This design comes from an exercise in tuning for small area, a short achievable clock period and few clock cycles per item on the open sky130 flow, not from production work.
At most, simulation tests tie the RTL to the original design; equivalence was not proved.
For run 2, only the layout was checked, not whether the RTL still works.
Power is estimated from default activity; no workload was simulated.

## flow/design.v (module list and top-level ports; edited modules follow where they fit)
// module csa_fa: 10 lines
// module conv_pe_top: 2112 lines
module conv_pe_top (
    input  logic        clk,
    input  logic        rst,
    input  logic        wght_valid_i,
    input  logic [63:0] wght_i,
    output logic        wght_ready_o,
    input  logic        act_valid_i,
    input  logic [63:0] act_i,
    output logic        act_ready_o,
    output logic [23:0] result_o,
    output logic        result_valid_o
);
  // ...
==> flow/run.sh <==
#!/bin/bash
# synth_recipe.tcl (not shown) runs the flow's synth.tcl, then flattens the netlist and writes it again
# the make line also repeats each setting of config.mk as NAME=value (left out here)
make -C /OpenROAD-flow-scripts/flow DESIGN_CONFIG=/design/flow/config.mk WORK_HOME=/design/flow/orfs CLKGATE_MAP_FILE= SYNTH_SCRIPT=/design/flow/synth_recipe.tcl finish
==> flow/config.mk <==
export PLATFORM = sky130hd
export DESIGN_NAME = conv_pe_top
export DESIGN_NICKNAME = conv_pe_top
export VERILOG_FILES = /design/flow/design.v
export SDC_FILE = /design/flow/constraint.sdc
export NUM_CORES = 4
export LEC_CHECK = 0
export CAP_MARGIN = 20
export CORE_MARGIN = 2
export CORE_UTILIZATION = 65
export CTS_CLUSTER_DIAMETER = 140
export CTS_CLUSTER_SIZE = 25
export SETUP_SLACK_MARGIN = 3.05
export SLEW_MARGIN = 20
export SYNTH_HIERARCHICAL = 1
export SYNTH_MINIMUM_KEEP_SIZE = 0
==> flow/constraint.sdc <==
create_clock -name core_clock -period 5.0 [get_ports {clk}]
set_input_delay 1.0000 -clock core_clock [delete_from_list [all_inputs] [get_ports {clk}]]
set_output_delay 1.0000 -clock core_clock [all_outputs]
set_load 0.01 [all_outputs]
==> flow_metrics.env, run 1 <==
export IMPL_status="finished clean"
export IMPL_synthMuxAreaShare_pct=1.88
export IMPL_hp_class="reg -> reg"
export IMPL_multi_input_area_mm2=0.0153
export IMPL_met2_usage_pct=44.5
export IMPL_clock_buffers=52
export IMPL_p_seq_w=0.0131
export IMPL_grt_usage_pct=26.6
export IMPL_grt_met1_usage_pct=35.1
export IMPL_core_area_mm2=0.0590
export IMPL_tns_ps=0
export IMPL_fin_hold_ws_ps=322
export IMPL_routed_wl_mm=80.9
export IMPL_syn2layout_area_growth_pct=9.45
export IMPL_crit_start="rdy_o_q"
export IMPL_layoutNonFillerInstCount=3581
export IMPL_cts_made_buffers=51
export IMPL_yosys_top_cells_count="dfxtp_1, fa_1, nand2_1, clkbuf_1, inv_1"
export IMPL_worstSetupEndpoint="act_ready_o"
export IMPL_busiest_layer="met2"
export IMPL_synthesis_area_mm2=0.0389
export IMPL_avgSynthCellArea_um2=14.2
export IMPL_fin_nets=3488
export IMPL_worstPathArrival_ps=1100
export IMPL_synth_top_family_by_area="adder cells"
export IMPL_powerComb_w=0.00773
export IMPL_yosys_warnings=8
export IMPL_final_common_cell="dfxtp_1"
export IMPL_worstPathCellList="buf_6"
export IMPL_ios=159
Testbench counts, summed over its fixed seeds: cycles 8,892, windows 900.
==> inputs of run 2 (changes only) <==
--- a/flow/design.v
+++ b/flow/design.v
@@ -53,40 +53,38 @@
     always_ff @(posedge clk) begin
         wring[8] <= wght_acc ? wght_i : wring[0];
         for (int k = 0; k < 8; k++) begin
             wring[k] <= wring[k + 1];
         end
     end
     logic [63:0] aq;
     logic [63:0] wr;
-    always_ff @(posedge clk) begin
-        aq <= act_i;
-    end
-    assign wr = wring[8];
-    logic [8:1] vld_t;
-    logic [8:1] fst_t;
-    logic [8:1] lst_t;
+    assign aq = act_i;
+    assign wr = wring[0];
+    logic [7:1] vld_t;
+    logic [7:1] fst_t;
+    logic [7:1] lst_t;
     logic vld;
     logic fst;
     always_ff @(posedge clk) begin
-        vld_t <= {vld_t[7:1], act_acc};
-        fst_t <= {fst_t[7:1], act_acc & (ph_q == 4'd0)};
+        vld_t <= {vld_t[6:1], act_acc};
+        fst_t <= {fst_t[6:1], act_acc & (ph_q == 4'd0)};
         if (rst) begin
             lst_t <= '0;
         end else begin
-            lst_t <= {lst_t[7:1], act_acc & (ph_q == 4'd8)};
+            lst_t <= {lst_t[6:1], act_acc & (ph_q == 4'd8)};
         end
     end
-    assign vld = vld_t[5];
-    assign fst = fst_t[5];
+    assign vld = vld_t[4];
+    assign fst = fst_t[4];
     logic [22:0] acc_s;
     logic [22:0] acc_c;
-    logic [235:0] r1;
-    logic [83:0] r2;
+    logic [236:0] r1;
+    logic [85:0] r2;
     logic [38:0] r3;
     logic [26:0] r4;
     logic fs0;
     logic fc0;
     logic fs1;
     logic fc1;
     logic fs2;
     logic fc2;
@@ -1422,214 +1420,214 @@
     csa_fa u_fa267 (.a(fc249), .b(fc250), .c(fc251), .s(fs267), .co(fc267));
     csa_fa u_fa268 (.a(fc252), .b(fc253), .c(fc254), .s(fs268), .co(fc268));
     csa_fa u_fa269 (.a(fs261), .b(fs262), .c(fs263), .s(fs269), .co(fc269));
     csa_fa u_fa270 (.a((aq[7] & wr[7])), .b((aq[15] & wr[15])), .c((aq[23] & wr[23])), .s(fs270), .co(fc270));
     csa_fa u_fa271 (.a((aq[31] & wr[31])), .b((aq[39] & wr[39])), .c((aq[47] & wr[47])), .s(fs271), .co(fc271));
     csa_fa u_fa272 (.a((aq[55] & wr[55])), .b((aq[63] & wr[63])), .c(fc261), .s(fs272), .co(fc272));
     csa_fa u_fa273 (.a(fc262), .b(fc263), .c(fc264), .s(fs273), .co(fc273));
     csa_fa u_fa274 (.a(fc265), .b(fs270), .c(fs271), .s(fs274), .co(fc274));
-    csa_fa u_fa275 (.a(fc270), .b(fc271), .c(fc272), .s(fs275), .co(fc275));
-    csa_fa u_fa276 (.a(r1[2]), .b(r1[3]), .c(r1[4]), .s(fs276), .co(fc276));
-    csa_fa u_fa277 (.a(r1[5]), .b(r1[6]), .c(fs276), .s(fs277), .co(fc277));
-    csa_fa u_fa278 (.a(r1[7]), .b(r1[8]), .c(r1[9]), .s(fs278), .co(fc278));
-    csa_fa u_fa279 (.a(r1[10]), .b(r1[11]), .c(r1[12]), .s(fs279), .co(fc279));
-    csa_fa u_fa280 (.a(r1[13]), .b(fc276), .c(fs278), .s(fs280), .co(fc280));
-    csa_fa u_fa281 (.a(fs279), .b(fc277), .c(fs280), .s(fs281), .co(fc281));
-    csa_fa u_fa282 (.a(r1[14]), .b(r1[15]), .c(r1[16]), .s(fs282), .co(fc282));
-    csa_fa u_fa283 (.a(r1[17]), .b(r1[18]), .c(r1[19]), .s(fs283), .co(fc283));
-    csa_fa u_fa284 (.a(r1[20]), .b(r1[21]), .c(r1[22]), .s(fs284), .co(fc284));
-    csa_fa u_fa285 (.a(r1[23]), .b(r1[24]), .c(r1[25]), .s(fs285), .co(fc285));
-    csa_fa u_fa286 (.a(fc278), .b(fc279), .c(fs282), .s(fs286), .co(fc286));
-    csa_fa u_fa287 (.a(fs283), .b(fs284), .c(fs285), .s(fs287), .co(fc287));
-    csa_fa u_fa288 (.a(fc280), .b(fs286), .c(fs287), .s(fs288), .co(fc288));
-    csa_fa u_fa289 (.a(r1[26]), .b(r1[27]), .c(r1[28]), .s(fs289), .co(fc289));
-    csa_fa u_fa290 (.a(r1[29]), .b(r1[30]), .c(r1[31]), .s(fs290), .co(fc290));
-    csa_fa u_fa291 (.a(r1[32]), .b(r1[33]), .c(r1[34]), .s(fs291), .co(fc291));
-    csa_fa u_fa292 (.a(r1[35]), .b(r1[36]), .c(r1[37]), .s(fs292), .co(fc292));
-    csa_fa u_fa293 (.a(r1[38]), .b(r1[39]), .c(fc282), .s(fs293), .co(fc293));
-    csa_fa u_fa294 (.a(fc283), .b(fc284), .c(fc285), .s(fs294), .co(fc294));
-    csa_fa u_fa295 (.a(fs289), .b(fs290), .c(fs291), .s(fs295), .co(fc295));
-    csa_fa u_fa296 (.a(fs292), .b(fs293), .c(fc286), .s(fs296), .co(fc296));
-    csa_fa u_fa297 (.a(fc287), .b(fs294), .c(fs295), .s(fs297), .co(fc297));
-    csa_fa u_fa298 (.a(r1[40]), .b(r1[41]), .c(r1[42]), .s(fs298), .co(fc298));
-    csa_fa u_fa299 (.a(r1[43]), .b(r1[44]), .c(r1[45]), .s(fs299), .co(fc299));
-    csa_fa u_fa300 (.a(r1[46]), .b(r1[47]), .c(r1[48]), .s(fs300), .co(fc300));
-    csa_fa u_fa301 (.a(r1[49]), .b(r1[50]), .c(r1[51]), .s(fs301), .co(fc301));
-    csa_fa u_fa302 (.a(r1[52]), .b(r1[53]), .c(r1[54]), .s(fs302), .co(fc302));
-    csa_fa u_fa303 (.a(r1[55]), .b(r1[56]), .c(r1[57]), .s(fs303), .co(fc303));
-    csa_fa u_fa304 (.a(r1[58]), .b(fc289), .c(fc290), .s(fs304), .co(fc304));
-    csa_fa u_fa305 (.a(fc291), .b(fc292), .c(fs298), .s(fs305), .co(fc305));
-    csa_fa u_fa306 (.a(fs299), .b(fs300), .c(fs301), .s(fs306), .co(fc306));
-    csa_fa u_fa307 (.a(fs302), .b(fs303), .c(fc293), .s(fs307), .co(fc307));
-    csa_fa u_fa308 (.a(fc294), .b(fc295), .c(fs304), .s(fs308), .co(fc308));
-    csa_fa u_fa309 (.a(r1[59]), .b(r1[60]), .c(r1[61]), .s(fs309), .co(fc309));
-    csa_fa u_fa310 (.a(r1[62]), .b(r1[63]), .c(r1[64]), .s(fs310), .co(fc310));
-    csa_fa u_fa311 (.a(r1[65]), .b(r1[66]), .c(r1[67]), .s(fs311), .co(fc311));
-    csa_fa u_fa312 (.a(r1[68]), .b(r1[69]), .c(r1[70]), .s(fs312), .co(fc312));
-    csa_fa u_fa313 (.a(r1[71]), .b(r1[72]), .c(r1[73]), .s(fs313), .co(fc313));
-    csa_fa u_fa314 (.a(r1[74]), .b(r1[75]), .c(r1[76]), .s(fs314), .co(fc314));
-    csa_fa u_fa315 (.a(r1[77]), .b(r1[78]), .c(r1[79]), .s(fs315), .co(fc315));
-    csa_fa u_fa316 (.a(fc298), .b(fc299), .c(fc300), .s(fs316), .co(fc316));
-    csa_fa u_fa317 (.a(fc301), .b(fc302), .c(fc303), .s(fs317), .co(fc317));
-    csa_fa u_fa318 (.a(fs309), .b(fs310), .c(fs311), .s(fs318), .co(fc318));
-    csa_fa u_fa319 (.a(fs312), .b(fs313), .c(fs314), .s(fs319), .co(fc319));
-    csa_fa u_fa320 (.a(fs315), .b(fc304), .c(fc305), .s(fs320), .co(fc320));
-    csa_fa u_fa321 (.a(fc306), .b(fs316), .c(fs317), .s(fs321), .co(fc321));
-    csa_fa u_fa322 (.a(r1[80]), .b(r1[81]), .c(r1[82]), .s(fs322), .co(fc322));
-    csa_fa u_fa323 (.a(r1[83]), .b(r1[84]), .c(r1[85]), .s(fs323), .co(fc323));
-    csa_fa u_fa324 (.a(r1[86]), .b(r1[87]), .c(r1[88]), .s(fs324), .co(fc324));
-    csa_fa u_fa325 (.a(r1[89]), .b(r1[90]), .c(r1[91]), .s(fs325), .co(fc325));
-    csa_fa u_fa326 (.a(r1[92]), .b(r1[93]), .c(r1[94]), .s(fs326), .co(fc326));
-    csa_fa u_fa327 (.a(r1[95]), .b(r1[96]), .c(r1[97]), .s(fs327), .co(fc327));
-    csa_fa u_fa328 (.a(r1[98]), .b(r1[99]), .c(r1[100]), .s(fs328), .co(fc328));
-    csa_fa u_fa329 (.a(r1[101]), .b(r1[102]), .c(r1[103]), .s(fs329), .co(fc329));
-    csa_fa u_fa330 (.a(r1[104]), .b(r1[105]), .c(fc309), .s(fs330), .co(fc330));
-    csa_fa u_fa331 (.a(fc310), .b(fc311), .c(fc312), .s(fs331), .co(fc331));
-    csa_fa u_fa332 (.a(fc313), .b(fc314), .c(fc315), .s(fs332), .co(fc332));
-    csa_fa u_fa333 (.a(fs322), .b(fs323), .c(fs324), .s(fs333), .co(fc333));
-    csa_fa u_fa334 (.a(fs325), .b(fs326), .c(fs327), .s(fs334), .co(fc334));
-    csa_fa u_fa335 (.a(fs328), .b(fs329), .c(fc316), .s(fs335), .co(fc335));
-    csa_fa u_fa336 (.a(fc317), .b(fs330), .c(fc318), .s(fs336), .co(fc336));
-    csa_fa u_fa337 (.a(fc319), .b(fs331), .c(fs332), .s(fs337), .co(fc337));
-    csa_fa u_fa338 (.a(r1[106]), .b(r1[107]), .c(r1[108]), .s(fs338), .co(fc338));
-    csa_fa u_fa339 (.a(r1[109]), .b(r1[110]), .c(r1[111]), .s(fs339), .co(fc339));
-    csa_fa u_fa340 (.a(r1[112]), .b(r1[113]), .c(r1[114]), .s(fs340), .co(fc340));
-    csa_fa u_fa341 (.a(r1[115]), .b(r1[116]), .c(r1[117]), .s(fs341), .co(fc341));
-    csa_fa u_fa342 (.a(r1[118]), .b(r1[119]), .c(r1[120]), .s(fs342), .co(fc342));
-    csa_fa u_fa343 (.a(r1[121]), .b(r1[122]), .c(r1[123]), .s(fs343), .co(fc343));
-    csa_fa u_fa344 (.a(r1[124]), .b(r1[125]), .c(r1[126]), .s(fs344), .co(fc344));
-    csa_fa u_fa345 (.a(r1[127]), .b(r1[128]), .c(r1[129]), .s(fs345), .co(fc345));
-    csa_fa u_fa346 (.a(r1[130]), .b(r1[131]), .c(r1[132]), .s(fs346), .co(fc346));
-    csa_fa u_fa347 (.a(r1[133]), .b(fc322), .c(fc323), .s(fs347), .co(fc347));
-    csa_fa u_fa348 (.a(fc324), .b(fc325), .c(fc326), .s(fs348), .co(fc348));
-    csa_fa u_fa349 (.a(fc327), .b(fc328), .c(fc329), .s(fs349), .co(fc349));
-    csa_fa u_fa350 (.a(fs338), .b(fs339), .c(fs340), .s(fs350), .co(fc350));
-    csa_fa u_fa351 (.a(fs341), .b(fs342), .c(fs343), .s(fs351), .co(fc351));
-    csa_fa u_fa352 (.a(fs344), .b(fs345), .c(fs346), .s(fs352), .co(fc352));
-    csa_fa u_fa353 (.a(fc330), .b(fc331), .c(fc332), .s(fs353), .co(fc353));
-    csa_fa u_fa354 (.a(fc333), .b(fc334), .c(fs347), .s(fs354), .co(fc354));
-    csa_fa u_fa355 (.a(fs348), .b(fs349), .c(fs350), .s(fs355), .co(fc355));
-    csa_fa u_fa356 (.a(r1[134]), .b(r1[135]), .c(r1[136]), .s(fs356), .co(fc356));
-    csa_fa u_fa357 (.a(r1[137]), .b(r1[138]), .c(r1[139]), .s(fs357), .co(fc357));
-    csa_fa u_fa358 (.a(r1[140]), .b(r1[141]), .c(r1[142]), .s(fs358), .co(fc358));
-    csa_fa u_fa359 (.a(r1[143]), .b(r1[144]), .c(r1[145]), .s(fs359), .co(fc359));
-    csa_fa u_fa360 (.a(r1[146]), .b(r1[147]), .c(r1[148]), .s(fs360), .co(fc360));
-    csa_fa u_fa361 (.a(r1[149]), .b(r1[150]), .c(r1[151]), .s(fs361), .co(fc361));
-    csa_fa u_fa362 (.a(r1[152]), .b(r1[153]), .c(r1[154]), .s(fs362), .co(fc362));
-    csa_fa u_fa363 (.a(r1[155]), .b(r1[156]), .c(r1[157]), .s(fs363), .co(fc363));
-    csa_fa u_fa364 (.a(r1[158]), .b(fc338), .c(fc339), .s(fs364), .co(fc364));
-    csa_fa u_fa365 (.a(fc340), .b(fc341), .c(fc342), .s(fs365), .co(fc365));
-    csa_fa u_fa366 (.a(fc343), .b(fc344), .c(fc345), .s(fs366), .co(fc366));
-    csa_fa u_fa367 (.a(fc346), .b(fs356), .c(fs357), .s(fs367), .co(fc367));
-    csa_fa u_fa368 (.a(fs358), .b(fs359), .c(fs360), .s(fs368), .co(fc368));
-    csa_fa u_fa369 (.a(fs361), .b(fs362), .c(fs363), .s(fs369), .co(fc369));
-    csa_fa u_fa370 (.a(fc347), .b(fc348), .c(fc349), .s(fs370), .co(fc370));
-    csa_fa u_fa371 (.a(fc350), .b(fc351), .c(fc352), .s(fs371), .co(fc371));
-    csa_fa u_fa372 (.a(fs364), .b(fs365), .c(fs366), .s(fs372), .co(fc372));
-    csa_fa u_fa373 (.a(r1[159]), .b(r1[160]), .c(r1[161]), .s(fs373), .co(fc373));
-    csa_fa u_fa374 (.a(r1[162]), .b(r1[163]), .c(r1[164]), .s(fs374), .co(fc374));
-    csa_fa u_fa375 (.a(r1[165]), .b(r1[166]), .c(r1[167]), .s(fs375), .co(fc375));
-    csa_fa u_fa376 (.a(r1[168]), .b(r1[169]), .c(r1[170]), .s(fs376), .co(fc376));
-    csa_fa u_fa377 (.a(r1[171]), .b(r1[172]), .c(r1[173]), .s(fs377), .co(fc377));
-    csa_fa u_fa378 (.a(r1[174]), .b(r1[175]), .c(r1[176]), .s(fs378), .co(fc378));
-    csa_fa u_fa379 (.a(r1[177]), .b(r1[178]), .c(r1[179]), .s(fs379), .co(fc379));
-    csa_fa u_fa380 (.a(fc356), .b(fc357), .c(fc358), .s(fs380), .co(fc380));
-    csa_fa u_fa381 (.a(fc359), .b(fc360), .c(fc361), .s(fs381), .co(fc381));
-    csa_fa u_fa382 (.a(fc362), .b(fc363), .c(fs373), .s(fs382), .co(fc382));
-    csa_fa u_fa383 (.a(fs374), .b(fs375), .c(fs376), .s(fs383), .co(fc383));
-    csa_fa u_fa384 (.a(fs377), .b(fs378), .c(fs379), .s(fs384), .co(fc384));
-    csa_fa u_fa385 (.a(fc364), .b(fc365), .c(fc366), .s(fs385), .co(fc385));
-    csa_fa u_fa386 (.a(fc367), .b(fc368), .c(fc369), .s(fs386), .co(fc386));
-    csa_fa u_fa387 (.a(fs380), .b(fs381), .c(fs382), .s(fs387), .co(fc387));
-    csa_fa u_fa388 (.a(r1[180]), .b(r1[181]), .c(r1[182]), .s(fs388), .co(fc388));
-    csa_fa u_fa389 (.a(r1[183]), .b(r1[184]), .c(r1[185]), .s(fs389), .co(fc389));
-    csa_fa u_fa390 (.a(r1[186]), .b(r1[187]), .c(r1[188]), .s(fs390), .co(fc390));
-    csa_fa u_fa391 (.a(r1[189]), .b(r1[190]), .c(r1[191]), .s(fs391), .co(fc391));
-    csa_fa u_fa392 (.a(r1[192]), .b(r1[193]), .c(r1[194]), .s(fs392), .co(fc392));
-    csa_fa u_fa393 (.a(r1[195]), .b(r1[196]), .c(r1[197]), .s(fs393), .co(fc393));
-    csa_fa u_fa394 (.a(r1[198]), .b(fc373), .c(fc374), .s(fs394), .co(fc394));
-    csa_fa u_fa395 (.a(fc375), .b(fc376), .c(fc377), .s(fs395), .co(fc395));
-    csa_fa u_fa396 (.a(fc378), .b(fc379), .c(fs388), .s(fs396), .co(fc396));
-    csa_fa u_fa397 (.a(fs389), .b(fs390), .c(fs391), .s(fs397), .co(fc397));
-    csa_fa u_fa398 (.a(fs392), .b(fs393), .c(fc380), .s(fs398), .co(fc398));
-    csa_fa u_fa399 (.a(fc381), .b(fc382), .c(fc383), .s(fs399), .co(fc399));
-    csa_fa u_fa400 (.a(fc384), .b(fs394), .c(fs395), .s(fs400), .co(fc400));
-    csa_fa u_fa401 (.a(r1[199]), .b(r1[200]), .c(r1[201]), .s(fs401), .co(fc401));
-    csa_fa u_fa402 (.a(r1[202]), .b(r1[203]), .c(r1[204]), .s(fs402), .co(fc402));
-    csa_fa u_fa403 (.a(r1[205]), .b(r1[206]), .c(r1[207]), .s(fs403), .co(fc403));
-    csa_fa u_fa404 (.a(r1[208]), .b(r1[209]), .c(r1[210]), .s(fs404), .co(fc404));
-    csa_fa u_fa405 (.a(r1[211]), .b(r1[212]), .c(fc388), .s(fs405), .co(fc405));
-    csa_fa u_fa406 (.a(fc389), .b(fc390), .c(fc391), .s(fs406), .co(fc406));
-    csa_fa u_fa407 (.a(fc392), .b(fc393), .c(fs401), .s(fs407), .co(fc407));
-    csa_fa u_fa408 (.a(fs402), .b(fs403), .c(fs404), .s(fs408), .co(fc408));
-    csa_fa u_fa409 (.a(fc394), .b(fc395), .c(fs405), .s(fs409), .co(fc409));
-    csa_fa u_fa410 (.a(fc396), .b(fc397), .c(fs406), .s(fs410), .co(fc410));
-    csa_fa u_fa411 (.a(r1[213]), .b(r1[214]), .c(r1[215]), .s(fs411), .co(fc411));
-    csa_fa u_fa412 (.a(r1[216]), .b(r1[217]), .c(r1[218]), .s(fs412), .co(fc412));
-    csa_fa u_fa413 (.a(r1[219]), .b(r1[220]), .c(r1[221]), .s(fs413), .co(fc413));
-    csa_fa u_fa414 (.a(r1[222]), .b(r1[223]), .c(r1[224]), .s(fs414), .co(fc414));
-    csa_fa u_fa415 (.a(fc401), .b(fc402), .c(fc403), .s(fs415), .co(fc415));
-    csa_fa u_fa416 (.a(fc404), .b(fs411), .c(fs412), .s(fs416), .co(fc416));
-    csa_fa u_fa417 (.a(fs413), .b(fs414), .c(fc405), .s(fs417), .co(fc417));
-    csa_fa u_fa418 (.a(fc406), .b(fc407), .c(fc408), .s(fs418), .co(fc418));
-    csa_fa u_fa419 (.a(r1[225]), .b(r1[226]), .c(r1[227]), .s(fs419), .co(fc419));
-    csa_fa u_fa420 (.a(r1[228]), .b(r1[229]), .c(r1[230]), .s(fs420), .co(fc420));
-    csa_fa u_fa421 (.a(r1[231]), .b(fc411), .c(fc412), .s(fs421), .co(fc421));
-    csa_fa u_fa422 (.a(fc413), .b(fc414), .c(fs419), .s(fs422), .co(fc422));
-    csa_fa u_fa423 (.a(fs420), .b(fc415), .c(fc416), .s(fs423), .co(fc423));
-    csa_fa u_fa424 (.a(r1[232]), .b(r1[233]), .c(r1[234]), .s(fs424), .co(fc424));
-    csa_fa u_fa425 (.a(fc419), .b(fc420), .c(fs424), .s(fs425), .co(fc425));
-    csa_fa u_fa426 (.a(fc421), .b(fc422), .c(fs425), .s(fs426), .co(fc426));
-    csa_fa u_fa427 (.a(r1[235]), .b(fc424), .c(fc425), .s(fs427), .co(fc427));
-    csa_fa u_fa428 (.a(r2[6]), .b(r2[7]), .c(r2[8]), .s(fs428), .co(fc428));
-    csa_fa u_fa429 (.a(r2[9]), .b(r2[10]), .c(r2[11]), .s(fs429), .co(fc429));
-    csa_fa u_fa430 (.a(r2[12]), .b(r2[13]), .c(r2[14]), .s(fs430), .co(fc430));
-    csa_fa u_fa431 (.a(fc428), .b(fs429), .c(fs430), .s(fs431), .co(fc431));
-    csa_fa u_fa432 (.a(r2[15]), .b(r2[16]), .c(r2[17]), .s(fs432), .co(fc432));
-    csa_fa u_fa433 (.a(r2[18]), .b(r2[19]), .c(r2[20]), .s(fs433), .co(fc433));
-    csa_fa u_fa434 (.a(fc429), .b(fc430), .c(fs432), .s(fs434), .co(fc434));
-    csa_fa u_fa435 (.a(fs433), .b(fc431), .c(fs434), .s(fs435), .co(fc435));
-    csa_fa u_fa436 (.a(r2[21]), .b(r2[22]), .c(r2[23]), .s(fs436), .co(fc436));
-    csa_fa u_fa437 (.a(r2[24]), .b(r2[25]), .c(r2[26]), .s(fs437), .co(fc437));
-    csa_fa u_fa438 (.a(r2[27]), .b(fc432), .c(fc433), .s(fs438), .co(fc438));
-    csa_fa u_fa439 (.a(fs436), .b(fs437), .c(fc434), .s(fs439), .co(fc439));
-    csa_fa u_fa440 (.a(r2[28]), .b(r2[29]), .c(r2[30]), .s(fs440), .co(fc440));
-    csa_fa u_fa441 (.a(r2[31]), .b(r2[32]), .c(r2[33]), .s(fs441), .co(fc441));
-    csa_fa u_fa442 (.a(r2[34]), .b(r2[35]), .c(fc436), .s(fs442), .co(fc442));
-    csa_fa u_fa443 (.a(fc437), .b(fs440), .c(fs441), .s(fs443), .co(fc443));
-    csa_fa u_fa444 (.a(fc438), .b(fs442), .c(fs443), .s(fs444), .co(fc444));
-    csa_fa u_fa445 (.a(r2[36]), .b(r2[37]), .c(r2[38]), .s(fs445), .co(fc445));
-    csa_fa u_fa446 (.a(r2[39]), .b(r2[40]), .c(r2[41]), .s(fs446), .co(fc446));
-    csa_fa u_fa447 (.a(r2[42]), .b(r2[43]), .c(r2[44]), .s(fs447), .co(fc447));
-    csa_fa u_fa448 (.a(fc440), .b(fc441), .c(fs445), .s(fs448), .co(fc448));
-    csa_fa u_fa449 (.a(fs446), .b(fs447), .c(fc442), .s(fs449), .co(fc449));
-    csa_fa u_fa450 (.a(r2[45]), .b(r2[46]), .c(r2[47]), .s(fs450), .co(fc450));
-    csa_fa u_fa451 (.a(r2[48]), .b(r2[49]), .c(r2[50]), .s(fs451), .co(fc451));
-    csa_fa u_fa452 (.a(r2[51]), .b(r2[52]), .c(fc445), .s(fs452), .co(fc452));
-    csa_fa u_fa453 (.a(fc446), .b(fc447), .c(fs450), .s(fs453), .co(fc453));
-    csa_fa u_fa454 (.a(fs451), .b(fs452), .c(fc448), .s(fs454), .co(fc454));
-    csa_fa u_fa455 (.a(r2[53]), .b(r2[54]), .c(r2[55]), .s(fs455), .co(fc455));
-    csa_fa u_fa456 (.a(r2[56]), .b(r2[57]), .c(r2[58]), .s(fs456), .co(fc456));
-    csa_fa u_fa457 (.a(r2[59]), .b(r2[60]), .c(fc450), .s(fs457), .co(fc457));
-    csa_fa u_fa458 (.a(fc451), .b(fs455), .c(fs456), .s(fs458), .co(fc458));
-    csa_fa u_fa459 (.a(fc452), .b(fs457), .c(fc453), .s(fs459), .co(fc459));
-    csa_fa u_fa460 (.a(r2[61]), .b(r2[62]), .c(r2[63]), .s(fs460), .co(fc460));
-    csa_fa u_fa461 (.a(r2[64]), .b(r2[65]), .c(r2[66]), .s(fs461), .co(fc461));
-    csa_fa u_fa462 (.a(r2[67]), .b(fc455), .c(fc456), .s(fs462), .co(fc462));
-    csa_fa u_fa463 (.a(fs460), .b(fs461), .c(fc457), .s(fs463), .co(fc463));
-    csa_fa u_fa464 (.a(r2[68]), .b(r2[69]), .c(r2[70]), .s(fs464), .co(fc464));
-    csa_fa u_fa465 (.a(r2[71]), .b(r2[72]), .c(r2[73]), .s(fs465), .co(fc465));
-    csa_fa u_fa466 (.a(fc460), .b(fc461), .c(fs464), .s(fs466), .co(fc466));
-    csa_fa u_fa467 (.a(fs465), .b(fc462), .c(fs466), .s(fs467), .co(fc467));
-    csa_fa u_fa468 (.a(r2[74]), .b(r2[75]), .c(r2[76]), .s(fs468), .co(fc468));
-    csa_fa u_fa469 (.a(r2[77]), .b(r2[78]), .c(fc464), .s(fs469), .co(fc469));
-    csa_fa u_fa470 (.a(fc465), .b(fs468), .c(fs469), .s(fs470), .co(fc470));
-    csa_fa u_fa471 (.a(r2[79]), .b(r2[80]), .c(fc468), .s(fs471), .co(fc471));
-    csa_fa u_fa472 (.a(r2[81]), .b(r2[82]), .c(fc471), .s(fs472), .co(fc472));
+    csa_fa u_fa275 (.a(r1[2]), .b(r1[3]), .c(r1[4]), .s(fs275), .co(fc275));
+    csa_fa u_fa276 (.a(r1[5]), .b(r1[6]), .c(fs275), .s(fs276), .co(fc276));
+    csa_fa u_fa277 (.a(r1[7]), .b(r1[8]), .c(r1[9]), .s(fs277), .co(fc277));
+    csa_fa u_fa278 (.a(r1[10]), .b(r1[11]), .c(r1[12]), .s(fs278), .co(fc278));
+    csa_fa u_fa279 (.a(r1[13]), .b(fc275), .c(fs277), .s(fs279), .co(fc279));
+    csa_fa u_fa280 (.a(fs278), .b(fc276), .c(fs279), .s(fs280), .co(fc280));
+    csa_fa u_fa281 (.a(r1[14]), .b(r1[15]), .c(r1[16]), .s(fs281), .co(fc281));
+    csa_fa u_fa282 (.a(r1[17]), .b(r1[18]), .c(r1[19]), .s(fs282), .co(fc282));
+    csa_fa u_fa283 (.a(r1[20]), .b(r1[21]), .c(r1[22]), .s(fs283), .co(fc283));
+    csa_fa u_fa284 (.a(r1[23]), .b(r1[24]), .c(r1[25]), .s(fs284), .co(fc284));
+    csa_fa u_fa285 (.a(fc277), .b(fc278), .c(fs281), .s(fs285), .co(fc285));
+    csa_fa u_fa286 (.a(fs282), .b(fs283), .c(fs284), .s(fs286), .co(fc286));
+    csa_fa u_fa287 (.a(fc279), .b(fs285), .c(fs286), .s(fs287), .co(fc287));
+    csa_fa u_fa288 (.a(r1[26]), .b(r1[27]), .c(r1[28]), .s(fs288), .co(fc288));
+    csa_fa u_fa289 (.a(r1[29]), .b(r1[30]), .c(r1[31]), .s(fs289), .co(fc289));
+    csa_fa u_fa290 (.a(r1[32]), .b(r1[33]), .c(r1[34]), .s(fs290), .co(fc290));
+    csa_fa u_fa291 (.a(r1[35]), .b(r1[36]), .c(r1[37]), .s(fs291), .co(fc291));
+    csa_fa u_fa292 (.a(r1[38]), .b(r1[39]), .c(fc281), .s(fs292), .co(fc292));
+    csa_fa u_fa293 (.a(fc282), .b(fc283), .c(fc284), .s(fs293), .co(fc293));
+    csa_fa u_fa294 (.a(fs288), .b(fs289), .c(fs290), .s(fs294), .co(fc294));
+    csa_fa u_fa295 (.a(fs291), .b(fs292), .c(fc285), .s(fs295), .co(fc295));
+    csa_fa u_fa296 (.a(fc286), .b(fs293), .c(fs294), .s(fs296), .co(fc296));
+    csa_fa u_fa297 (.a(r1[40]), .b(r1[41]), .c(r1[42]), .s(fs297), .co(fc297));
+    csa_fa u_fa298 (.a(r1[43]), .b(r1[44]), .c(r1[45]), .s(fs298), .co(fc298));
+    csa_fa u_fa299 (.a(r1[46]), .b(r1[47]), .c(r1[48]), .s(fs299), .co(fc299));
+    csa_fa u_fa300 (.a(r1[49]), .b(r1[50]), .c(r1[51]), .s(fs300), .co(fc300));
+    csa_fa u_fa301 (.a(r1[52]), .b(r1[53]), .c(r1[54]), .s(fs301), .co(fc301));
+    csa_fa u_fa302 (.a(r1[55]), .b(r1[56]), .c(r1[57]), .s(fs302), .co(fc302));
+    csa_fa u_fa303 (.a(r1[58]), .b(fc288), .c(fc289), .s(fs303), .co(fc303));
+    csa_fa u_fa304 (.a(fc290), .b(fc291), .c(fs297), .s(fs304), .co(fc304));
+    csa_fa u_fa305 (.a(fs298), .b(fs299), .c(fs300), .s(fs305), .co(fc305));
+    csa_fa u_fa306 (.a(fs301), .b(fs302), .c(fc292), .s(fs306), .co(fc306));
+    csa_fa u_fa307 (.a(fc293), .b(fc294), .c(fs303), .s(fs307), .co(fc307));
+    csa_fa u_fa308 (.a(r1[59]), .b(r1[60]), .c(r1[61]), .s(fs308), .co(fc308));
+    csa_fa u_fa309 (.a(r1[62]), .b(r1[63]), .c(r1[64]), .s(fs309), .co(fc309));
+    csa_fa u_fa310 (.a(r1[65]), .b(r1[66]), .c(r1[67]), .s(fs310), .co(fc310));
+    csa_fa u_fa311 (.a(r1[68]), .b(r1[69]), .c(r1[70]), .s(fs311), .co(fc311));
+    csa_fa u_fa312 (.a(r1[71]), .b(r1[72]), .c(r1[73]), .s(fs312), .co(fc312));
+    csa_fa u_fa313 (.a(r1[74]), .b(r1[75]), .c(r1[76]), .s(fs313), .co(fc313));
+    csa_fa u_fa314 (.a(r1[77]), .b(r1[78]), .c(r1[79]), .s(fs314), .co(fc314));
+    csa_fa u_fa315 (.a(fc297), .b(fc298), .c(fc299), .s(fs315), .co(fc315));
+    csa_fa u_fa316 (.a(fc300), .b(fc301), .c(fc302), .s(fs316), .co(fc316));
+    csa_fa u_fa317 (.a(fs308), .b(fs309), .c(fs310), .s(fs317), .co(fc317));
+    csa_fa u_fa318 (.a(fs311), .b(fs312), .c(fs313), .s(fs318), .co(fc318));
+    csa_fa u_fa319 (.a(fs314), .b(fc303), .c(fc304), .s(fs319), .co(fc319));
+    csa_fa u_fa320 (.a(fc305), .b(fs315), .c(fs316), .s(fs320), .co(fc320));
+    csa_fa u_fa321 (.a(r1[80]), .b(r1[81]), .c(r1[82]), .s(fs321), .co(fc321));
+    csa_fa u_fa322 (.a(r1[83]), .b(r1[84]), .c(r1[85]), .s(fs322), .co(fc322));
+    csa_fa u_fa323 (.a(r1[86]), .b(r1[87]), .c(r1[88]), .s(fs323), .co(fc323));
+    csa_fa u_fa324 (.a(r1[89]), .b(r1[90]), .c(r1[91]), .s(fs324), .co(fc324));
+    csa_fa u_fa325 (.a(r1[92]), .b(r1[93]), .c(r1[94]), .s(fs325), .co(fc325));
+    csa_fa u_fa326 (.a(r1[95]), .b(r1[96]), .c(r1[97]), .s(fs326), .co(fc326));
+    csa_fa u_fa327 (.a(r1[98]), .b(r1[99]), .c(r1[100]), .s(fs327), .co(fc327));
+    csa_fa u_fa328 (.a(r1[101]), .b(r1[102]), .c(r1[103]), .s(fs328), .co(fc328));
+    csa_fa u_fa329 (.a(r1[104]), .b(r1[105]), .c(fc308), .s(fs329), .co(fc329));
+    csa_fa u_fa330 (.a(fc309), .b(fc310), .c(fc311), .s(fs330), .co(fc330));
+    csa_fa u_fa331 (.a(fc312), .b(fc313), .c(fc314), .s(fs331), .co(fc331));
+    csa_fa u_fa332 (.a(fs321), .b(fs322), .c(fs323), .s(fs332), .co(fc332));
+    csa_fa u_fa333 (.a(fs324), .b(fs325), .c(fs326), .s(fs333), .co(fc333));
+    csa_fa u_fa334 (.a(fs327), .b(fs328), .c(fc315), .s(fs334), .co(fc334));
+    csa_fa u_fa335 (.a(fc316), .b(fs329), .c(fc317), .s(fs335), .co(fc335));
+    csa_fa u_fa336 (.a(fc318), .b(fs330), .c(fs331), .s(fs336), .co(fc336));
+    csa_fa u_fa337 (.a(r1[106]), .b(r1[107]), .c(r1[108]), .s(fs337), .co(fc337));
+    csa_fa u_fa338 (.a(r1[109]), .b(r1[110]), .c(r1[111]), .s(fs338), .co(fc338));
+    csa_fa u_fa339 (.a(r1[112]), .b(r1[113]), .c(r1[114]), .s(fs339), .co(fc339));
+    csa_fa u_fa340 (.a(r1[115]), .b(r1[116]), .c(r1[117]), .s(fs340), .co(fc340));
+    csa_fa u_fa341 (.a(r1[118]), .b(r1[119]), .c(r1[120]), .s(fs341), .co(fc341));
+    csa_fa u_fa342 (.a(r1[121]), .b(r1[122]), .c(r1[123]), .s(fs342), .co(fc342));
+    csa_fa u_fa343 (.a(r1[124]), .b(r1[125]), .c(r1[126]), .s(fs343), .co(fc343));
+    csa_fa u_fa344 (.a(r1[127]), .b(r1[128]), .c(r1[129]), .s(fs344), .co(fc344));
+    csa_fa u_fa345 (.a(r1[130]), .b(r1[131]), .c(r1[132]), .s(fs345), .co(fc345));
+    csa_fa u_fa346 (.a(r1[133]), .b(fc321), .c(fc322), .s(fs346), .co(fc346));
+    csa_fa u_fa347 (.a(fc323), .b(fc324), .c(fc325), .s(fs347), .co(fc347));
+    csa_fa u_fa348 (.a(fc326), .b(fc327), .c(fc328), .s(fs348), .co(fc348));
+    csa_fa u_fa349 (.a(fs337), .b(fs338), .c(fs339), .s(fs349), .co(fc349));
+    csa_fa u_fa350 (.a(fs340), .b(fs341), .c(fs342), .s(fs350), .co(fc350));
+    csa_fa u_fa351 (.a(fs343), .b(fs344), .c(fs345), .s(fs351), .co(fc351));
+    csa_fa u_fa352 (.a(fc329), .b(fc330), .c(fc331), .s(fs352), .co(fc352));
+    csa_fa u_fa353 (.a(fc332), .b(fc333), .c(fs346), .s(fs353), .co(fc353));
+    csa_fa u_fa354 (.a(fs347), .b(fs348), .c(fs349), .s(fs354), .co(fc354));
+    csa_fa u_fa355 (.a(r1[134]), .b(r1[135]), .c(r1[136]), .s(fs355), .co(fc355));
+    csa_fa u_fa356 (.a(r1[137]), .b(r1[138]), .c(r1[139]), .s(fs356), .co(fc356));
+    csa_fa u_fa357 (.a(r1[140]), .b(r1[141]), .c(r1[142]), .s(fs357), .co(fc357));
+    csa_fa u_fa358 (.a(r1[143]), .b(r1[144]), .c(r1[145]), .s(fs358), .co(fc358));
+    csa_fa u_fa359 (.a(r1[146]), .b(r1[147]), .c(r1[148]), .s(fs359), .co(fc359));
+    csa_fa u_fa360 (.a(r1[149]), .b(r1[150]), .c(r1[151]), .s(fs360), .co(fc360));
+    csa_fa u_fa361 (.a(r1[152]), .b(r1[153]), .c(r1[154]), .s(fs361), .co(fc361));
+    csa_fa u_fa362 (.a(r1[155]), .b(r1[156]), .c(r1[157]), .s(fs362), .co(fc362));
+    csa_fa u_fa363 (.a(r1[158]), .b(fc337), .c(fc338), .s(fs363), .co(fc363));
+    csa_fa u_fa364 (.a(fc339), .b(fc340), .c(fc341), .s(fs364), .co(fc364));
+    csa_fa u_fa365 (.a(fc342), .b(fc343), .c(fc344), .s(fs365), .co(fc365));
+    csa_fa u_fa366 (.a(fc345), .b(fs355), .c(fs356), .s(fs366), .co(fc366));
+    csa_fa u_fa367 (.a(fs357), .b(fs358), .c(fs359), .s(fs367), .co(fc367));
+    csa_fa u_fa368 (.a(fs360), .b(fs361), .c(fs362), .s(fs368), .co(fc368));
+    csa_fa u_fa369 (.a(fc346), .b(fc347), .c(fc348), .s(fs369), .co(fc369));
+    csa_fa u_fa370 (.a(fc349), .b(fc350), .c(fc351), .s(fs370), .co(fc370));
+    csa_fa u_fa371 (.a(fs363), .b(fs364), .c(fs365), .s(fs371), .co(fc371));
+    csa_fa u_fa372 (.a(r1[159]), .b(r1[160]), .c(r1[161]), .s(fs372), .co(fc372));
+    csa_fa u_fa373 (.a(r1[162]), .b(r1[163]), .c(r1[164]), .s(fs373), .co(fc373));
+    csa_fa u_fa374 (.a(r1[165]), .b(r1[166]), .c(r1[167]), .s(fs374), .co(fc374));
+    csa_fa u_fa375 (.a(r1[168]), .b(r1[169]), .c(r1[170]), .s(fs375), .co(fc375));
+    csa_fa u_fa376 (.a(r1[171]), .b(r1[172]), .c(r1[173]), .s(fs376), .co(fc376));
+    csa_fa u_fa377 (.a(r1[174]), .b(r1[175]), .c(r1[176]), .s(fs377), .co(fc377));
+    csa_fa u_fa378 (.a(r1[177]), .b(r1[178]), .c(r1[179]), .s(fs378), .co(fc378));
+    csa_fa u_fa379 (.a(fc355), .b(fc356), .c(fc357), .s(fs379), .co(fc379));
+    csa_fa u_fa380 (.a(fc358), .b(fc359), .c(fc360), .s(fs380), .co(fc380));
+    csa_fa u_fa381 (.a(fc361), .b(fc362), .c(fs372), .s(fs381), .co(fc381));
+    csa_fa u_fa382 (.a(fs373), .b(fs374), .c(fs375), .s(fs382), .co(fc382));
+    csa_fa u_fa383 (.a(fs376), .b(fs377), .c(fs378), .s(fs383), .co(fc383));
+    csa_fa u_fa384 (.a(fc363), .b(fc364), .c(fc365), .s(fs384), .co(fc384));
+    csa_fa u_fa385 (.a(fc366), .b(fc367), .c(fc368), .s(fs385), .co(fc385));
+    csa_fa u_fa386 (.a(fs379), .b(fs380), .c(fs381), .s(fs386), .co(fc386));
+    csa_fa u_fa387 (.a(r1[180]), .b(r1[181]), .c(r1[182]), .s(fs387), .co(fc387));
+    csa_fa u_fa388 (.a(r1[183]), .b(r1[184]), .c(r1[185]), .s(fs388), .co(fc388));
+    csa_fa u_fa389 (.a(r1[186]), .b(r1[187]), .c(r1[188]), .s(fs389), .co(fc389));
+    csa_fa u_fa390 (.a(r1[189]), .b(r1[190]), .c(r1[191]), .s(fs390), .co(fc390));
+    csa_fa u_fa391 (.a(r1[192]), .b(r1[193]), .c(r1[194]), .s(fs391), .co(fc391));
+    csa_fa u_fa392 (.a(r1[195]), .b(r1[196]), .c(r1[197]), .s(fs392), .co(fc392));
+    csa_fa u_fa393 (.a(r1[198]), .b(fc372), .c(fc373), .s(fs393), .co(fc393));
+    csa_fa u_fa394 (.a(fc374), .b(fc375), .c(fc376), .s(fs394), .co(fc394));
+    csa_fa u_fa395 (.a(fc377), .b(fc378), .c(fs387), .s(fs395), .co(fc395));
+    csa_fa u_fa396 (.a(fs388), .b(fs389), .c(fs390), .s(fs396), .co(fc396));
+    csa_fa u_fa397 (.a(fs391), .b(fs392), .c(fc379), .s(fs397), .co(fc397));
+    csa_fa u_fa398 (.a(fc380), .b(fc381), .c(fc382), .s(fs398), .co(fc398));
+    csa_fa u_fa399 (.a(fc383), .b(fs393), .c(fs394), .s(fs399), .co(fc399));
+    csa_fa u_fa400 (.a(r1[199]), .b(r1[200]), .c(r1[201]), .s(fs400), .co(fc400));
+    csa_fa u_fa401 (.a(r1[202]), .b(r1[203]), .c(r1[204]), .s(fs401), .co(fc401));
+    csa_fa u_fa402 (.a(r1[205]), .b(r1[206]), .c(r1[207]), .s(fs402), .co(fc402));
+    csa_fa u_fa403 (.a(r1[208]), .b(r1[209]), .c(r1[210]), .s(fs403), .co(fc403));
+    csa_fa u_fa404 (.a(r1[211]), .b(r1[212]), .c(fc387), .s(fs404), .co(fc404));
+    csa_fa u_fa405 (.a(fc388), .b(fc389), .c(fc390), .s(fs405), .co(fc405));
+    csa_fa u_fa406 (.a(fc391), .b(fc392), .c(fs400), .s(fs406), .co(fc406));
+    csa_fa u_fa407 (.a(fs401), .b(fs402), .c(fs403), .s(fs407), .co(fc407));
+    csa_fa u_fa408 (.a(fc393), .b(fc394), .c(fs404), .s(fs408), .co(fc408));
+    csa_fa u_fa409 (.a(fc395), .b(fc396), .c(fs405), .s(fs409), .co(fc409));
+    csa_fa u_fa410 (.a(r1[213]), .b(r1[214]), .c(r1[215]), .s(fs410), .co(fc410));
+    csa_fa u_fa411 (.a(r1[216]), .b(r1[217]), .c(r1[218]), .s(fs411), .co(fc411));
+    csa_fa u_fa412 (.a(r1[219]), .b(r1[220]), .c(r1[221]), .s(fs412), .co(fc412));
+    csa_fa u_fa413 (.a(r1[222]), .b(r1[223]), .c(r1[224]), .s(fs413), .co(fc413));
+    csa_fa u_fa414 (.a(fc400), .b(fc401), .c(fc402), .s(fs414), .co(fc414));
+    csa_fa u_fa415 (.a(fc403), .b(fs410), .c(fs411), .s(fs415), .co(fc415));
+    csa_fa u_fa416 (.a(fs412), .b(fs413), .c(fc404), .s(fs416), .co(fc416));
+    csa_fa u_fa417 (.a(fc405), .b(fc406), .c(fc407), .s(fs417), .co(fc417));
+    csa_fa u_fa418 (.a(r1[225]), .b(r1[226]), .c(r1[227]), .s(fs418), .co(fc418));
+    csa_fa u_fa419 (.a(r1[228]), .b(r1[229]), .c(r1[230]), .s(fs419), .co(fc419));
+    csa_fa u_fa420 (.a(r1[231]), .b(fc410), .c(fc411), .s(fs420), .co(fc420));
+    csa_fa u_fa421 (.a(fc412), .b(fc413), .c(fs418), .s(fs421), .co(fc421));
+    csa_fa u_fa422 (.a(fs419), .b(fc414), .c(fc415), .s(fs422), .co(fc422));
+    csa_fa u_fa423 (.a(r1[232]), .b(r1[233]), .c(r1[234]), .s(fs423), .co(fc423));
+    csa_fa u_fa424 (.a(r1[235]), .b(r1[236]), .c(fc418), .s(fs424), .co(fc424));
+    csa_fa u_fa425 (.a(fc419), .b(fs423), .c(fc420), .s(fs425), .co(fc425));
+    csa_fa u_fa426 (.a(r2[6]), .b(r2[7]), .c(r2[8]), .s(fs426), .co(fc426));
+    csa_fa u_fa427 (.a(r2[9]), .b(r2[10]), .c(r2[11]), .s(fs427), .co(fc427));
+    csa_fa u_fa428 (.a(r2[12]), .b(r2[13]), .c(r2[14]), .s(fs428), .co(fc428));
+    csa_fa u_fa429 (.a(fc426), .b(fs427), .c(fs428), .s(fs429), .co(fc429));
+    csa_fa u_fa430 (.a(r2[15]), .b(r2[16]), .c(r2[17]), .s(fs430), .co(fc430));
+    csa_fa u_fa431 (.a(r2[18]), .b(r2[19]), .c(r2[20]), .s(fs431), .co(fc431));
+    csa_fa u_fa432 (.a(fc427), .b(fc428), .c(fs430), .s(fs432), .co(fc432));
+    csa_fa u_fa433 (.a(fs431), .b(fc429), .c(fs432), .s(fs433), .co(fc433));
+    csa_fa u_fa434 (.a(r2[21]), .b(r2[22]), .c(r2[23]), .s(fs434), .co(fc434));
+    csa_fa u_fa435 (.a(r2[24]), .b(r2[25]), .c(r2[26]), .s(fs435), .co(fc435));
+    csa_fa u_fa436 (.a(r2[27]), .b(fc430), .c(fc431), .s(fs436), .co(fc436));
+    csa_fa u_fa437 (.a(fs434), .b(fs435), .c(fc432), .s(fs437), .co(fc437));
+    csa_fa u_fa438 (.a(r2[28]), .b(r2[29]), .c(r2[30]), .s(fs438), .co(fc438));
+    csa_fa u_fa439 (.a(r2[31]), .b(r2[32]), .c(r2[33]), .s(fs439), .co(fc439));
+    csa_fa u_fa440 (.a(r2[34]), .b(r2[35]), .c(fc434), .s(fs440), .co(fc440));
+    csa_fa u_fa441 (.a(fc435), .b(fs438), .c(fs439), .s(fs441), .co(fc441));
+    csa_fa u_fa442 (.a(fc436), .b(fs440), .c(fs441), .s(fs442), .co(fc442));
+    csa_fa u_fa443 (.a(r2[36]), .b(r2[37]), .c(r2[38]), .s(fs443), .co(fc443));
+    csa_fa u_fa444 (.a(r2[39]), .b(r2[40]), .c(r2[41]), .s(fs444), .co(fc444));
+    csa_fa u_fa445 (.a(r2[42]), .b(r2[43]), .c(r2[44]), .s(fs445), .co(fc445));
+    csa_fa u_fa446 (.a(fc438), .b(fc439), .c(fs443), .s(fs446), .co(fc446));
+    csa_fa u_fa447 (.a(fs444), .b(fs445), .c(fc440), .s(fs447), .co(fc447));
+    csa_fa u_fa448 (.a(r2[45]), .b(r2[46]), .c(r2[47]), .s(fs448), .co(fc448));
+    csa_fa u_fa449 (.a(r2[48]), .b(r2[49]), .c(r2[50]), .s(fs449), .co(fc449));
+    csa_fa u_fa450 (.a(r2[51]), .b(r2[52]), .c(fc443), .s(fs450), .co(fc450));
+    csa_fa u_fa451 (.a(fc444), .b(fc445), .c(fs448), .s(fs451), .co(fc451));
+    csa_fa u_fa452 (.a(fs449), .b(fs450), .c(fc446), .s(fs452), .co(fc452));
+    csa_fa u_fa453 (.a(r2[53]), .b(r2[54]), .c(r2[55]), .s(fs453), .co(fc453));
+    csa_fa u_fa454 (.a(r2[56]), .b(r2[57]), .c(r2[58]), .s(fs454), .co(fc454));
+    csa_fa u_fa455 (.a(r2[59]), .b(r2[60]), .c(fc448), .s(fs455), .co(fc455));
+    csa_fa u_fa456 (.a(fc449), .b(fs453), .c(fs454), .s(fs456), .co(fc456));
+    csa_fa u_fa457 (.a(fc450), .b(fs455), .c(fc451), .s(fs457), .co(fc457));
+    csa_fa u_fa458 (.a(r2[61]), .b(r2[62]), .c(r2[63]), .s(fs458), .co(fc458));
+    csa_fa u_fa459 (.a(r2[64]), .b(r2[65]), .c(r2[66]), .s(fs459), .co(fc459));
+    csa_fa u_fa460 (.a(r2[67]), .b(fc453), .c(fc454), .s(fs460), .co(fc460));
+    csa_fa u_fa461 (.a(fs458), .b(fs459), .c(fc455), .s(fs461), .co(fc461));
+    csa_fa u_fa462 (.a(r2[68]), .b(r2[69]), .c(r2[70]), .s(fs462), .co(fc462));
+    csa_fa u_fa463 (.a(r2[71]), .b(r2[72]), .c(r2[73]), .s(fs463), .co(fc463));
+    csa_fa u_fa464 (.a(fc458), .b(fc459), .c(fs462), .s(fs464), .co(fc464));
+    csa_fa u_fa465 (.a(fs463), .b(fc460), .c(fs464), .s(fs465), .co(fc465));
+    csa_fa u_fa466 (.a(r2[74]), .b(r2[75]), .c(r2[76]), .s(fs466), .co(fc466));
+    csa_fa u_fa467 (.a(r2[77]), .b(r2[78]), .c(fc462), .s(fs467), .co(fc467));
+    csa_fa u_fa468 (.a(fc463), .b(fs466), .c(fs467), .s(fs468), .co(fc468));
+    csa_fa u_fa469 (.a(r2[79]), .b(r2[80]), .c(r2[81]), .s(fs469), .co(fc469));
+    csa_fa u_fa470 (.a(r2[82]), .b(fc466), .c(fs469), .s(fs470), .co(fc470));
+    csa_fa u_fa471 (.a(r2[83]), .b(r2[84]), .c(r2[85]), .s(fs471), .co(fc471));
+    csa_fa u_fa472 (.a(fc469), .b(fs471), .c(fc470), .s(fs472), .co(fc472));
     csa_fa u_fa473 (.a(r3[9]), .b(r3[10]), .c(r3[11]), .s(fs473), .co(fc473));
     csa_fa u_fa474 (.a(r3[12]), .b(r3[13]), .c(fc473), .s(fs474), .co(fc474));
     csa_fa u_fa475 (.a(r3[14]), .b(r3[15]), .c(r3[16]), .s(fs475), .co(fc475));
     csa_fa u_fa476 (.a(r3[17]), .b(fs475), .c(fc474), .s(fs476), .co(fc476));
     csa_fa u_fa477 (.a(r3[18]), .b(r3[19]), .c(r3[20]), .s(fs477), .co(fc477));
     csa_fa u_fa479 (.a(r3[21]), .b(r3[22]), .c(r3[23]), .s(fs479), .co(fc479));
     csa_fa u_fa480 (.a(fc477), .b(fs479), .c(hc478), .s(fs480), .co(fc480));
     csa_fa u_fa481 (.a(r3[24]), .b(r3[25]), .c(r3[26]), .s(fs481), .co(fc481));
@@ -1894,146 +1892,149 @@
         r1[224] <= fs269;
         r1[225] <= fc266;
         r1[226] <= fc267;
         r1[227] <= fc268;
         r1[228] <= fs272;
         r1[229] <= fc269;
         r1[230] <= fs273;
         r1[231] <= fs274;
-        r1[232] <= fc273;
-        r1[233] <= fc274;
-        r1[234] <= fs275;
-        r1[235] <= fc275;
+        r1[232] <= fc270;
+        r1[233] <= fc271;
+        r1[234] <= fc272;
+        r1[235] <= fc273;
+        r1[236] <= fc274;
     end
     always_ff @(posedge clk) begin
         r2[0] <= r1[0];
         r2[1] <= r1[1];
-        r2[2] <= fs277;
-        r2[3] <= fs281;
-        r2[4] <= fc281;
-        r2[5] <= fs288;
-        r2[6] <= fs296;
-        r2[7] <= fc288;
-        r2[8] <= fs297;
-        r2[9] <= fs305;
-        r2[10] <= fs306;
-        r2[11] <= fs307;
-        r2[12] <= fc296;
-        r2[13] <= fc297;
-        r2[14] <= fs308;
-        r2[15] <= fs318;
-        r2[16] <= fs319;
-        r2[17] <= fc307;
-        r2[18] <= fc308;
-        r2[19] <= fs320;
-        r2[20] <= fs321;
-        r2[21] <= fs333;
-        r2[22] <= fs334;
-        r2[23] <= fc320;
-        r2[24] <= fs335;
-        r2[25] <= fc321;
-        r2[26] <= fs336;
-        r2[27] <= fs337;
-        r2[28] <= fs351;
-        r2[29] <= fs352;
-        r2[30] <= fc335;
-        r2[31] <= fc336;
-        r2[32] <= fc337;
-        r2[33] <= fs353;
-        r2[34] <= fs354;
-        r2[35] <= fs355;
-        r2[36] <= fs367;
-        r2[37] <= fs368;
-        r2[38] <= fs369;
-        r2[39] <= fc353;
-        r2[40] <= fc354;
-        r2[41] <= fs370;
-        r2[42] <= fc355;
-        r2[43] <= fs371;
-        r2[44] <= fs372;
-        r2[45] <= fs383;
-        r2[46] <= fs384;
-        r2[47] <= fc370;
-        r2[48] <= fc371;
-        r2[49] <= fc372;
-        r2[50] <= fs385;
-        r2[51] <= fs386;
-        r2[52] <= fs387;
-        r2[53] <= fs396;
-        r2[54] <= fs397;
-        r2[55] <= fc385;
-        r2[56] <= fs398;
-        r2[57] <= fc386;
-        r2[58] <= fc387;
-        r2[59] <= fs399;
-        r2[60] <= fs400;
-        r2[61] <= fs407;
-        r2[62] <= fs408;
-        r2[63] <= fc398;
-        r2[64] <= fc399;
-        r2[65] <= fc400;
-        r2[66] <= fs409;
-        r2[67] <= fs410;
-        r2[68] <= fs415;
-        r2[69] <= fs416;
-        r2[70] <= fs417;
-        r2[71] <= fc409;
-        r2[72] <= fc410;
-        r2[73] <= fs418;
-        r2[74] <= fs421;
-        r2[75] <= fs422;
-        r2[76] <= fc417;
-        r2[77] <= fc418;
-        r2[78] <= fs423;
-        r2[79] <= fc423;
-        r2[80] <= fs426;
-        r2[81] <= fc426;
-        r2[82] <= fs427;
-        r2[83] <= fc427;
+        r2[2] <= fs276;
+        r2[3] <= fs280;
+        r2[4] <= fc280;
+        r2[5] <= fs287;
+        r2[6] <= fs295;
+        r2[7] <= fc287;
+        r2[8] <= fs296;
+        r2[9] <= fs304;
+        r2[10] <= fs305;
+        r2[11] <= fs306;
+        r2[12] <= fc295;
+        r2[13] <= fc296;
+        r2[14] <= fs307;
+        r2[15] <= fs317;
+        r2[16] <= fs318;
+        r2[17] <= fc306;
+        r2[18] <= fc307;
+        r2[19] <= fs319;
+        r2[20] <= fs320;
+        r2[21] <= fs332;
+        r2[22] <= fs333;
+        r2[23] <= fc319;
+        r2[24] <= fs334;
+        r2[25] <= fc320;
+        r2[26] <= fs335;
+        r2[27] <= fs336;
+        r2[28] <= fs350;
+        r2[29] <= fs351;
+        r2[30] <= fc334;
+        r2[31] <= fc335;
+        r2[32] <= fc336;
+        r2[33] <= fs352;
+        r2[34] <= fs353;
+        r2[35] <= fs354;
+        r2[36] <= fs366;
+        r2[37] <= fs367;
+        r2[38] <= fs368;
+        r2[39] <= fc352;
+        r2[40] <= fc353;
+        r2[41] <= fs369;
+        r2[42] <= fc354;
+        r2[43] <= fs370;
+        r2[44] <= fs371;
+        r2[45] <= fs382;
+        r2[46] <= fs383;
+        r2[47] <= fc369;
+        r2[48] <= fc370;
+        r2[49] <= fc371;
+        r2[50] <= fs384;
+        r2[51] <= fs385;
+        r2[52] <= fs386;
+        r2[53] <= fs395;
+        r2[54] <= fs396;
+        r2[55] <= fc384;
+        r2[56] <= fs397;
+        r2[57] <= fc385;
+        r2[58] <= fc386;
+        r2[59] <= fs398;
+        r2[60] <= fs399;
+        r2[61] <= fs406;
+        r2[62] <= fs407;
+        r2[63] <= fc397;
+        r2[64] <= fc398;
+        r2[65] <= fc399;
+        r2[66] <= fs408;
+        r2[67] <= fs409;
+        r2[68] <= fs414;
+        r2[69] <= fs415;
+        r2[70] <= fs416;
+        r2[71] <= fc408;
+        r2[72] <= fc409;
+        r2[73] <= fs417;
+        r2[74] <= fs420;
+        r2[75] <= fs421;
+        r2[76] <= fc416;
+        r2[77] <= fc417;
+        r2[78] <= fs422;
+        r2[79] <= fs424;
+        r2[80] <= fc421;
+        r2[81] <= fc422;
+        r2[82] <= fs425;
+        r2[83] <= fc423;
+        r2[84] <= fc424;
+        r2[85] <= fc425;
     end
     always_ff @(posedge clk) begin
         r3[0] <= r2[0];
         r3[1] <= r2[1];
         r3[2] <= r2[2];
         r3[3] <= r2[3];
         r3[4] <= r2[4];
         r3[5] <= r2[5];
-        r3[6] <= fs428;
-        r3[7] <= fs431;
-        r3[8] <= fs435;
-        r3[9] <= fs438;
-        r3[10] <= fc435;
-        r3[11] <= fs439;
-        r3[12] <= fc439;
-        r3[13] <= fs444;
-        r3[14] <= fc443;
-        r3[15] <= fs448;
-        r3[16] <= fc444;
-        r3[17] <= fs449;
-        r3[18] <= fs453;
-        r3[19] <= fc449;
-        r3[20] <= fs454;
-        r3[21] <= fs458;
-        r3[22] <= fc454;
-        r3[23] <= fs459;
-        r3[24] <= fc458;
-        r3[25] <= fs462;
-        r3[26] <= fc459;
-        r3[27] <= fs463;
-        r3[28] <= fc463;
-        r3[29] <= fs467;
-        r3[30] <= fc466;
-        r3[31] <= fc467;
-        r3[32] <= fs470;
-        r3[33] <= fc469;
-        r3[34] <= fc470;
-        r3[35] <= fs471;
+        r3[6] <= fs426;
+        r3[7] <= fs429;
+        r3[8] <= fs433;
+        r3[9] <= fs436;
+        r3[10] <= fc433;
+        r3[11] <= fs437;
+        r3[12] <= fc437;
+        r3[13] <= fs442;
+        r3[14] <= fc441;
+        r3[15] <= fs446;
+        r3[16] <= fc442;
+        r3[17] <= fs447;
+        r3[18] <= fs451;
+        r3[19] <= fc447;
+        r3[20] <= fs452;
+        r3[21] <= fs456;
+        r3[22] <= fc452;
+        r3[23] <= fs457;
+        r3[24] <= fc456;
+        r3[25] <= fs460;
+        r3[26] <= fc457;
+        r3[27] <= fs461;
+        r3[28] <= fc461;
+        r3[29] <= fs465;
+        r3[30] <= fc464;
+        r3[31] <= fc465;
+        r3[32] <= fs468;
+        r3[33] <= fc467;
+        r3[34] <= fc468;
+        r3[35] <= fs470;
         r3[36] <= fs472;
-        r3[37] <= r2[83];
+        r3[37] <= fc471;
         r3[38] <= fc472;
     end
     always_ff @(posedge clk) begin
         r4[0] <= r3[0];
         r4[1] <= r3[1];
         r4[2] <= r3[2];
         r4[3] <= r3[3];
         r4[4] <= r3[4];
@@ -2115,10 +2116,10 @@
         lo_q <= {1'b0, ~acc_s[11:0]} + {1'b0, ~acc_c[11:1], 1'b0};
         hi_q <= (~acc_s[22:12]) + (~acc_c[22:12]);
     end
     assign sum[11:0] = lo_q[11:0];
     assign sum[22:12] = hi_q + {10'd0, lo_q[12]};
     always_ff @(posedge clk) begin
         result_o <= sum[22] ? 24'd0 : {1'b0, sum[22:0]};
     end
-    assign result_valid_o = lst_t[8];
+    assign result_valid_o = lst_t[7];
 endmodule
==> flow/flow/run.sh (new file) <==
#!/bin/bash
# The standard layout, with two resizer settings changed: cells may be
# swapped for ones of another footprint during repair, and the port buffers
# are plain buffers instead of the smallest-area (delay) buffer.
set -euo pipefail
bash standard.sh MATCH_CELL_FOOTPRINT=0 "BUFFER_PORTS_ARGS=-buffer_cell sky130_fd_sc_hd__buf_2" finish > make.log 2>&1
==> flow/standard.sh (new file) <==
#!/bin/bash
# synth_recipe.tcl (not shown) runs the flow's synth.tcl, then flattens the netlist and writes it again
# the make line also repeats each setting of config.mk as NAME=value (left out here)
make -C /OpenROAD-flow-scripts/flow DESIGN_CONFIG=/design/flow/config.mk WORK_HOME=/design/flow/orfs CLKGATE_MAP_FILE= SYNTH_SCRIPT=/design/flow/synth_recipe.tcl "${@:-finish}"
--- a/flow/config.mk
+++ b/flow/config.mk
@@ -5,12 +5,12 @@
 export SDC_FILE = /design/flow/constraint.sdc
 export NUM_CORES = 4
 export LEC_CHECK = 0
 export CAP_MARGIN = 20
 export CORE_MARGIN = 2
 export CORE_UTILIZATION = 65
 export CTS_CLUSTER_DIAMETER = 140
 export CTS_CLUSTER_SIZE = 25
-export SETUP_SLACK_MARGIN = 3.05
+export SETUP_SLACK_MARGIN = 2.95
 export SLEW_MARGIN = 20
 export SYNTH_HIERARCHICAL = 1
 export SYNTH_MINIMUM_KEEP_SIZE = 0
removed: flow/run.sh
==> run 2 against run 1 <==
Against the previous run:
- still clean
- utilization grew 0.54 points
- die area shrank 3.5%
- design area shrank 2.1%
- critical path type unchanged
==> flow_metrics.env, run 2 <==
export IMPL_status="finished clean"
export IMPL_p_leak_nw=16.6
export IMPL_fin_nets=3421
export IMPL_rr_startpoint="wring[0][23]"
export IMPL_synth_edf_count=0
export IMPL_drive_above_1_share_pct=29.2
export IMPL_worstSetupEndpoint="wght_ready_o"
export IMPL_netlist_instances=2662
export IMPL_grt_remaining_overflow=0
export IMPL_cp_depth=1
export IMPL_ios=159
export IMPL_hp_class="reg -> reg"
export IMPL_fin_skew_ps=29.4
export IMPL_yosys_area_share_simple_pct=8.00
export IMPL_dr_pass1_iters=5
export IMPL_worstPathCellList="buf_6"
export IMPL_drv_slew=0
export IMPL_slew_headroom_pct=59.6
export IMPL_synthesis_area_mm2=0.0375
export IMPL_fmax_mhz=474
export IMPL_tns_ps=0
export IMPL_grt_usage_pct=28.9
export IMPL_required_ps=4000
export IMPL_critPathBufInv=1
export IMPL_final_cell_mix="dfxtp_1, fa_1, nand2_1"
export IMPL_yosys_warnings=8
export IMPL_ys_top_cells_by_area="dfxtp_1, fa_1, nand2_1, and2_1, clkbuf_1"
export IMPL_synth_ff_type="dfxtp_1"
export IMPL_syn2layout_area_growth_pct=11.1
export IMPL_cp_end_kind="output port"
export IMPL_htree_levels=2
export IMPL_place_ws_ps=2090
export IMPL_ant_nets=0
export IMPL_placed_cell_area_mm2=0.0401
export IMPL_avgSynthCellArea_um2=14.1
export IMPL_synth_yosys_seq_area_share_pct=57.6
export IMPL_drc_errors=0
export IMPL_fin_ws_ps=2890
export IMPL_yosysTopAreaCell="dfxtp_1"
export IMPL_dp_hpwl_mm=63.4
export IMPL_ys_types=51
export IMPL_synth_compound_area_share_pct=0.768
export IMPL_antenna_found_initial=3
export IMPL_worstPathArrival_ps=1110
export IMPL_tritoncts="done"
export IMPL_clock_root_buffer="clkbuf_16"
export IMPL_grt_max_degree=42
export IMPL_viasPerCell=5.27
export IMPL_grt_pass1_vias=20700
export IMPL_critPathLaunchType="flop"
export IMPL_gp_congestion=0.886
export IMPL_yosys_top_cells_count="dfxtp_1, fa_1, nand2_1, clkbuf_1, inv_1"
export IMPL_critPathKind="reg -> out"
export IMPL_synth_seq_cells=1079
export IMPL_clk_latency_ps=640
export IMPL_critPathMaxStageDelay_ps=360
export IMPL_maxCapViolCount=0
export IMPL_rrSetupSlack_ps=2970
export IMPL_clock_path_buffers=3
export IMPL_die_w_um=244
export IMPL_synth_top_family_by_area="adder cells"
export IMPL_final_common_cell="dfxtp_1"
export IMPL_core_area_mm2=0.0574
export IMPL_design_power_total_w=0.0244
export IMPL_synthMuxAreaShare_pct=1.95
export IMPL_path_clk_slew_ps=100
export IMPL_cts_made_buffers=49
export IMPL_crit_start="rdy_o_q"
export IMPL_reg2reg_depth=3
export IMPL_vias=18500
export IMPL_routed_wl_mm=82.6
[run 2: layout make-up]
type / count / area (um^2)
Timing Repair Buffer: 163 / 900
Clock buffer: 49 / 1230
Sequential cell: 1079 / 21700
Antenna cell: 1 / 2.50
Clock inverter: 4 / 67.6
Multi-Input combinational cell: 1365 / 16500
Inverter: 82 / 308
Fill cell: 3810 / 15700
Tap cell: 765 / 957
[run 2: worst min-delay path by stage]
stage / start / endpoint / slack, ps / cells past startpoint
floorplan: fst_t[0] / fst_t[1] / 310 / 0
global placement: wring[1][3] / wring[0][3] / 310 / 0
detailed placement: wring[1][36] / wring[0][36] / 310 / 0
CTS: wring[1][61] / wring[0][61] / 310 / 0
global route: wring[5][55] / wring[4][55] / 310 / 0
finish: wring[1][61] / wring[0][61] / 310 / 0
[run 2: metrics by stage]
step / hold slack, ps / std cells
3_3_place_gp: 310 / 3449
4_1_cts: 309 / 3504
3_5_place_dp: 312 / 3449
5_1_grt: 312 / 3507
6_report: 310 / 3508
2_1_floorplan: 310 / 2665
[run 2: cells by family (layout without fill, tap and decap cells)]
family,count (synthesis),in the layout
multiplexers,65,65
XOR/XNOR,30,30
AO/OA/AOI/OAI,41,41
buffers and inverters,221,298
flip-flops,1079,1079
adder cells (fa/ha/maj),549,549
other,2,6
AND/OR/NAND/NOR,675,675
[run 2: power breakdown]
part / switching, W / leakage (nW) / total (W) / internal [W]
sequential: 0.00149 / 9.08 / 0.0126 / 0.0111
clock: 0.00257 / 0.634 / 0.00436 / 0.00179
combinational: 0.00393 / 6.84 / 0.00750 / 0.00358
[run 2: modules after synthesis, one instance, submodules excluded]
module       area (um^2)  flops+latches  copies in the design  cells
conv_pe_top        27200           1079                     1   2148
csa_fa              20.0              0                   514      1
[run 2: repair_timing]
action	4_1_cts	5_1_grt
resized for setup	50	20
setup endpoints to repair	199	56
buffers inserted	2	3
pin swaps	1	3
[run 2: per-layer routing]
| layer | GRT usage, % | wire length [um] | vias up | part of all wire (%) |
|---|---|---|---|---|
| met3 | 5.26 | 5140 | 154 | 6.2 |
| met2 | 49.9 | 41600 | 561 | 50 |
| li1 | - | - | 8143 | - |
| met1 | 36.7 | 32600 | 9615 | 39 |
| met5 | 0 | 7 | - | 0.0085 |
| met4 | 10.8 | 3270 | 2 | 4.0 |

-- re-timing with driven ports --
How much do the figures lean on ideal ports? The routed layouts below were timed once more, with nothing changed but the port constraints.
Step 1, drivers: a clkbuf_16 drives clk and a buf_2 each remaining input, both assumed.
Step 2, shift: input delay + t, output delay - t, t = (earliest + latest rising clock arrival at the registers) / 2. This alone moves slack from input paths to output paths.
Slacks: ideal ports / drivers / drivers and shift; pairs: ideal ports / drivers.
run	t (ns)	slack for setup (ns)	cell pins on the clock port's net
run 1	0.682	2.900 / 2.835 / 2.576	1
run 2	0.690	2.891 / 2.828 / 2.275	1
After both steps every run listed still meets setup and hold. The setup slack of run 2, which loses most, moves by -0.063 ns with the drivers and by -0.616 ns with both steps.
